This design comes from an exercise in tuning for small area, a short achievable clock period and few clock cycles on the open sky130 flow, not from production work. At most, simulation tests tie the RTL to the original design; equivalence was not proved. Power figures rest on the tool's default switching activity, not on a simulated workload.

## chunk_bounds_centroid_reduce
module chunk_bounds_centroid_reduce #(
   parameter int CHUNK_LEN = cbcr_pkg::CHUNK_LEN_DEF
) (
   input  logic         clock,
   input  logic         reset,
   input  logic         req_tvalid,
   output logic         req_tready,
   input  logic [191:0] req_tdata,
   input  logic         req_tlast,
   output logic         rsp_tvalid,
   input  logic         rsp_tready,
   output logic [375:0] rsp_tdata
);
Size: roughly 4,700 cells after synthesis, about 530 flip-flops, roughly 580 I/O pins, about 43,000 µm² of cells after synthesis.
clock: 13.0 ns
lec_check: 0
cap_margin: 20
core_margin: 2
core_utilization: 60
place_density: 0.8
slew_margin: 20
tns_end_percent: 5
standard.sh (not shown) runs the stock make flow with config.mk's settings and CLKGATE_MAP_FILE= SYNTH_SCRIPT=/design/flow/synth_recipe.tcl, a recipe that flattens the netlist after the stock synthesis.
==> flow/flow/run.sh <==
#!/bin/bash
# The standard layout, except: adders' carry logic starts from the map in
# flow/lcu.v, the port buffers are the smallest buffer cell, and timing
# repair aims for more setup slack.
set -euo pipefail
here=$(pwd)
bash standard.sh "SYNTH_OPERATIONS_ARGS=-extra-map $here/flow/lcu.v" \
   "BUFFER_PORTS_ARGS=-buffer_cell sky130_fd_sc_hd__buf_1" SETUP_SLACK_MARGIN=8 finish > standard.log 2>&1
==> flow/flow/lcu.v <==
(* techmap_celltype = "$lcu" *)
module _80_lcu_sklansky (P, G, CI, CO);
	parameter WIDTH = 2;

	(* force_downto *)
	input [WIDTH-1:0] P, G;
	input CI;

	(* force_downto *)
	output [WIDTH-1:0] CO;

	integer i, j;
	(* force_downto *)
	reg [WIDTH-1:0] p, g;

	wire [1023:0] _TECHMAP_DO_ = "proc; opt -fast";

	always @* begin
		p = P;
		g = G;

		// in almost all cases CI will be constant zero
		g[0] = g[0] | (p[0] & CI);

		for (i = 0; i < $clog2(WIDTH); i = i + 1) begin
			// iterate in reverse so we don't confuse a result from this stage and the previous
			for (j = WIDTH - 1; j >= 0; j = j - 1) begin
				if (j & 2**i) begin
					g[j] = g[j] | p[j] & g[(j & ~(2**i - 1)) - 1];
					p[j] = p[j] & p[(j & ~(2**i - 1)) - 1];
				end
			end
		end
	end

	assign CO = g;
endmodule
Then changed:
CORE_UTILIZATION = 40   (was 60)
PLACE_DENSITY = not set   (was 0.8)
Effect: Synthesized cell count stays the same. Cell count went up by 8.0%. Flip-flop and latch count is unchanged.
No functional check of the RTL was part of any run of this note.

* * *

chunk_bounds_centroid_reduce, a different RTL version from the one above (not shown whole).
For scale: roughly 4800 cells after synthesis, ~530 flip-flops, about 580 I/O pins, about 44000 um2 of cells after synthesis.
export LEC_CHECK = 0
export CAP_MARGIN = 20
export CORE_MARGIN = 2
export CORE_UTILIZATION = 40
export SLEW_MARGIN = 20
create_clock -name core_clock -period 13.0 [get_ports {clock}]
Scripts as last shown in full above: flow/flow/run.sh, flow/flow/lcu.v
Testbench counts at the start, summed over its fixed seeds: cycles 79,926.
Edit:
CORE_UTILIZATION = 60   (was 40)
CTS_CLUSTER_DIAMETER = 60   (was not set)
CTS_CLUSTER_SIZE = 25   (was not set)
PLACE_DENSITY = 0.8   (was not set)
TNS_END_PERCENT = 5   (was not set)
The new run finished clean.
Area after synthesis is unchanged.
Wire length falls by about 8%.
Power falls by 6.5%.
Global-route usage rises by 9.5 points.
Via count went up by about 2.2%.
Clock skew is about the same.
Edit:
CTS_CLUSTER_DIAMETER = not set   (was 60)
CTS_CLUSTER_SIZE = not set   (was 25)
Synthesized area is unchanged.
Cell count stays flat.
Power climbs by 2.1%.
Setup slack gains 44 ps.
Hold slack loses 3.8 ps.

* * *

## oak
Another version of the RTL of chunk_bounds_centroid_reduce (not shown whole).
Size in the first run: roughly 530 flip-flops, ~580 I/O pins.
clock: 13.0 ns
lec_check: 0
abc_clock_period_in_ps: 7000
cap_margin: 20
core_margin: 2
core_utilization: 40
setup_slack_margin: 5
slew_margin: 20
run.sh (not shown) runs the stock make flow with config.mk's settings and CLKGATE_MAP_FILE= SYNTH_SCRIPT=/design/flow/synth_recipe.tcl, a recipe that flattens the netlist after the stock synthesis.
Stock flow here: none of the scripts above is used.
Testbench counts of oak, summed over its fixed seeds: cycles 75,377.
Inputs modified between oak and pine:
Settings: a deleted ABC_CLOCK_PERIOD_IN_PS that had been 7000; a deleted SETUP_SLACK_MARGIN that had been 5.
==> flow/flow/run.sh (new file) <==
#!/bin/bash
# The standard layout, with the port buffers made of the smallest buffer
# cell and timing repair aiming for more setup slack.
set -euo pipefail
bash standard.sh "BUFFER_PORTS_ARGS=-buffer_cell sky130_fd_sc_hd__buf_1" SETUP_SLACK_MARGIN=7.5 finish > standard.log 2>&1
==> flow/standard.sh (new file) <==
#!/bin/bash
# synth_recipe.tcl (not shown) runs the flow's synth.tcl, then flattens the netlist and writes it again
# the make line also repeats each setting of config.mk as NAME=value (left out here)
make -C /OpenROAD-flow-scripts/flow DESIGN_CONFIG=/design/flow/config.mk WORK_HOME=/design/flow/orfs CLKGATE_MAP_FILE= SYNTH_SCRIPT=/design/flow/synth_recipe.tcl "${@:-finish}"
removed: flow/run.sh
- oak → pine: arrival time at the worst endpoint lost 1.39 ns; hold slack increased 0.0099 ns.
- sky130_fd_sc_hd__a31oi_2 as the slowest library cell on the worst path was reported by oak, and sky130_fd_sc_hd__dfxtp_4 by pine.
- NOTE length of routed wiring on met1 oak->pine decreased by a few percent
- pine finished every step from synthesis to the final layout, and the layout passed the timing, design-rule and antenna checks.
- Comparing pine and oak, cell count is higher on pine.
- Comparing the two runs side by side, pine comes out ahead of oak on worst setup slack.

* * *

RTL: one of the versions met above, not the one the previous note started from.
For scale: about 4800 cells after synthesis, ~530 flip-flops, roughly 580 I/O pins, about 0.044 mm2 of cells after synthesis.
==> flow/config.mk <==
export PLATFORM = sky130hd
export DESIGN_NAME = chunk_bounds_centroid_reduce
export DESIGN_NICKNAME = chunk_bounds_centroid_reduce
export VERILOG_FILES = /design/flow/design.v
export SDC_FILE = /design/flow/constraint.sdc
export NUM_CORES = 4
export LEC_CHECK = 0
export CAP_MARGIN = 20
export CORE_MARGIN = 2
export CORE_UTILIZATION = 40
export CTS_BUF_LIST = sky130_fd_sc_hd__clkbuf_4 sky130_fd_sc_hd__clkbuf_8
export SLEW_MARGIN = 20
export TNS_END_PERCENT = 0
==> flow/constraint.sdc <==
create_clock -name core_clock -period 13.0 [get_ports {clock}]
set_input_delay 2.6000 -clock core_clock [delete_from_list [all_inputs] [get_ports {clock}]]
set_output_delay 2.6000 -clock core_clock [all_outputs]
set_load 0.01 [all_outputs]
standard.sh (not shown) runs the stock make flow with config.mk's settings and CLKGATE_MAP_FILE= SYNTH_SCRIPT=/design/flow/synth_recipe.tcl, a recipe that flattens the netlist after the stock synthesis.
==> flow/flow/run.sh <==
#!/bin/bash
# The standard layout, except: adders' carry logic starts from the map in
# flow/lcu.v, the port buffers are the smallest buffer cell, and timing
# repair aims for more setup slack.
set -euo pipefail
here=$(pwd)
bash standard.sh "SYNTH_OPERATIONS_ARGS=-extra-map $here/flow/lcu.v" \
   "BUFFER_PORTS_ARGS=-buffer_cell sky130_fd_sc_hd__buf_1" SETUP_SLACK_MARGIN=8 finish > standard.log 2>&1
Scripts as last shown in full above: flow/flow/lcu.v
The first run finished with timing, DRC and antenna clean.
Testbench counts at the start, summed over its fixed seeds: cycles 79,926.
Edit:
--- a/flow/config.mk
+++ b/flow/config.mk
@@ -13 +13 @@
-export TNS_END_PERCENT = 0
+export TNS_END_PERCENT = 5
Outcome:
- sequential power stays flat
- wire length is higher slightly
- fmax went up slightly
- final area came out higher slightly
Edit:
--- a/flow/flow/run.sh
+++ b/flow/flow/run.sh
@@ -8 +8 @@
-   "BUFFER_PORTS_ARGS=-buffer_cell sky130_fd_sc_hd__buf_1" SETUP_SLACK_MARGIN=8 finish > standard.log 2>&1
+   "BUFFER_PORTS_ARGS=-buffer_cell sky130_fd_sc_hd__buf_1" SETUP_SLACK_MARGIN=8.5 finish > standard.log 2>&1
Worst setup slack got worse by 0.025 ns.
Cell count shrinks slightly.
Clock-buffer cell count shrinks by 13.
Die area stays the same.

-- static timing again, ports no longer ideal --
Ports are ideal in the flow. The routed layouts listed here were re-timed in OpenROAD.
Step 1 (the two cells are an assumption about what drives the block):
set clk [get_ports {clock}]
set_driving_cell -lib_cell sky130_fd_sc_hd__clkbuf_16 $clk
set_driving_cell -lib_cell sky130_fd_sc_hd__buf_2 [delete_from_list [all_inputs] $clk]
Step 2 adds t to the input delays and takes it off the output delays; t is the mean of the earliest and latest rising clock arrival at the registers after step 1. Input paths then give back, and output paths get back, about the clock's delay inside the block.
Slacks: no drivers / after step 1 / after step 2; pairs: no drivers / after step 1.
run | shift t [ns] | slack for setup (ns) | latest minus earliest clock arrival (ns)
the first run of note 1 | 0.702 | 7.175 / 7.175 / 6.722 | 0.037 / 0.037
the second run of note 1 | 0.706 | 7.122 / 7.122 / 6.760 | 0.034 / 0.034
the first run of note 2 | 0.712 | 7.377 / 7.377 / 7.377 | 0.037 / 0.037
the second run of note 2 | 0.684 | 7.370 / 7.370 / 6.988 | 0.041 / 0.042
the third run of note 2 | 0.696 | 7.413 / 7.413 / 6.977 | 0.020 / 0.020
oak | 0.752 | 5.736 / 5.736 / 5.736 | 0.035 / 0.035
pine | 0.758 | 7.112 / 7.100 / 6.706 | 0.038 / 0.039
the first run of note 4 | 0.857 | 7.399 / 7.399 / 6.744 | 0.074 / 0.074
the second run of note 4 | 0.841 | 7.503 / 7.503 / 6.811 | 0.072 / 0.072
the third run of note 4 | 0.843 | 7.479 / 7.479 / 7.015 | 0.029 / 0.028
After both steps setup and hold are still met in every run listed. The setup slack of the second run of note 4, which loses most, moves by 0.000 ns with the drivers and by -0.692 ns with both steps.
